Context: an optimization exercise on an open-source flow, tuned for small area, a short achievable clock period and few clock cycles per item. The choices shown serve that exercise and are no tape-out recipe. Function was checked by simulation only, so behaviour that the tests miss may differ from the original. Power figures rest on the tool's default switching activity, not on a simulated workload.

== build 27 ==
## flash_log_item_directory
module flash_log_item_directory #(
    parameter int ENTRY_COUNT = 35
) (
    input  logic        i_clk,
    input  logic        i_rst_n,
    input  logic        i_s_axis_tvalid,
    output logic        o_s_axis_tready,
    input  logic [63:0] i_s_axis_tdata,   
    input  logic [1:0]  i_s_axis_tuser,   
    output logic        o_m_axis_tvalid,
    input  logic        i_m_axis_tready,
    output logic [47:0] o_m_axis_tdata,   
    output logic [1:0]  o_m_axis_tuser    
);
    localparam int N = ENTRY_COUNT;
    localparam logic [1:0] OP_RECORD     = 2'd0;
    localparam logic [1:0] OP_LOOKUP     = 2'd1;
    localparam logic [1:0] OP_INVALIDATE = 2'd2;
    logic [N-1:0][7:0]  r_id;
    logic [N-1:0][23:0] r_addr;
    logic [N-1:0][23:0] r_len;
    logic [N-1:0]       r_vld;    
    logic [N-1:0]       r_ge;     
    logic [N-1:0]       w_we;
    logic               w_v;      
    logic               w_chi;
    logic [N-1:0]       w_a, w_b;
    logic [7:0]         w_id;
    logic [23:0]        w_addr;
    logic [23:0]        w_len;
    logic               w_idff;
    logic        q_v;
    logic        q_rec, q_lk, q_inv, q_keyff;
    logic [7:0]  q_id;
    logic [7:0]  q_blk;
    logic        q_en;
    logic [23:0] q_addr;
    logic [23:0] q_len;
    logic         k_v;
    logic [1:0]   k_f;
    logic [N-1:0] k_sel;
    logic [N-1:0] k_a, k_b;       
  ...
Size in the first run: ~120 I/O pins, about 0.093 sq mm of cells after synthesis.
clock: 8.0 ns
lec_check: 0
cap_margin: 20
core_margin: 2
core_utilization: 40
setup_slack_margin: 4.5
slew_margin: 20
tns_end_percent: 100
run.sh (not shown) runs the stock make flow with config.mk's settings and CLKGATE_MAP_FILE= SYNTH_SCRIPT=/design/flow/synth_recipe.tcl, a recipe that flattens the netlist after the stock synthesis.
Both conditions hold for build 27: the flow ran to the end and the final layout passed the timing, DRC and antenna checks.
Testbench counts of build 27, summed over its fixed seeds: cycles 4,824, items 4,800.
> inputs changed (build 27 -> build 35)
- TNS_END_PERCENT now 5, was 100
==> comparison <==
- After detailed routing, build 27 needs less wire than build 35.
- Worst setup path startpoint: w_chi$_DFF_P_ -> build 35, k_b[10]$_DFFE_PN_ -> build 27
- When the final numbers for build 27 and build 35 were put side by side, the global-route met3 utilization turned out to be greater in build 35.
- Build 35 — fraction of area in registers 0.40 points higher, build 27 as reference
- Utilization is lower on build 35
- Count of filler cells inserted in the layout essentially unchanged between build 27 and build 35.
- Comparing met3 layer wire length in the routed design for build 27 and build 35, the bigger number came from build 35.
- Fmax delta (build 35 − build 27): unfavourable
- Run comparison: build 35 critical path's slowest cell or4b_1; build 27 critical path's slowest cell a222oi_1
- Cmp build 35 vs build 27: final period demand of the worst path higher in build 35
- Sort build 27 and build 35 by number of clock buffers in the layout, descending, and build 35 comes first.
Here is what was changed in the inputs of build 58 compared with build 35.
- TNS_END_PERCENT now 30, was 5
==> run summary <==
Every run (build 35 and build 58) finished clean.
Against build 35, build 58 comes in 0.15 points higher on overall global routing resource usage.
Cmp build 35 and build 58 / number of non-clock buffers in the layout / higher: build 58
Total combinational power: build 58 > build 35
In build 58 the final critical-path share of the clock period turned out 0.49 points lower than in build 35.
Between build 35 and build 58, the proportion of cell area occupied by multi-input gates does not differ in any meaningful way.
NOTE pin count of the biggest net entering global routing build 35->build 58 decreased by more than 10%
Detailed-route wire length per cell: build 58 vs build 35 up about 1.1%
What build 96 does differently from build 58 at the input level:
- TNS_END_PERCENT: 30 -> 5
- CORE_UTILIZATION: 40 -> 50
--- outcome ---
Summary of build 96 over build 58: power lower; measured slew at the worst slew-check pin lower; global-route track usage on met2 higher; non-clock buffer count lower.
| global-route wire length before repair | lower: build 96 |
Number of cells on the worst hold path came out exactly the same in build 96 and build 58.
Row global-route usage: build 96 higher / build 58 lower
There was hardly any difference in largest buffer count on any clock path between build 58 and build 96.
The clock network fraction of total power in build 96 sits 0.2 points below the value recorded for build 58.
Diff build 58 -> build 96 | maximum frequency | down slightly
As far as final-layout setup total negative slack goes, build 58 and build 96 are indistinguishable; the numbers are identical.

## separate check: timing with driven ports
How much do the figures lean on ideal ports? The routed layouts below were timed once more, with nothing changed but the port constraints.
Step 1 sets driving cells, clkbuf_16 on the clock port and buf_2 on the other inputs (assumed; they add their load-dependent delay and slew).
Step 2 adds t to the input delays and takes it off the output delays; t is the mean of the earliest and latest rising clock arrival at the registers after step 1. Input paths then give back, and output paths get back, about the clock's delay inside the block.
a / b / c = no drivers / after step 1 / after step 2; a / b = the first two.
| run | shift t [ns] | setup WS [ns] | worst setup path at the end | worst slew at a driven data input, ns |
|---|---|---|---|---|
| build 27 | 0.964 | 4.447 / 4.447 / 4.309 | input to register | 0.05 |
| build 35 | 0.966 | 4.242 / 4.206 / 4.242 | register to register | 0.10 |
| build 58 | 0.974 | 4.281 / 4.193 / 4.075 | input to register | 0.09 |
| build 96 | 0.979 | 4.225 / 4.225 / 4.225 | register to register | 0.12 |
After both steps every run listed still meets setup and hold. The setup slack of build 58, which loses most, moves by -0.088 ns with the drivers and by -0.206 ns with both steps.
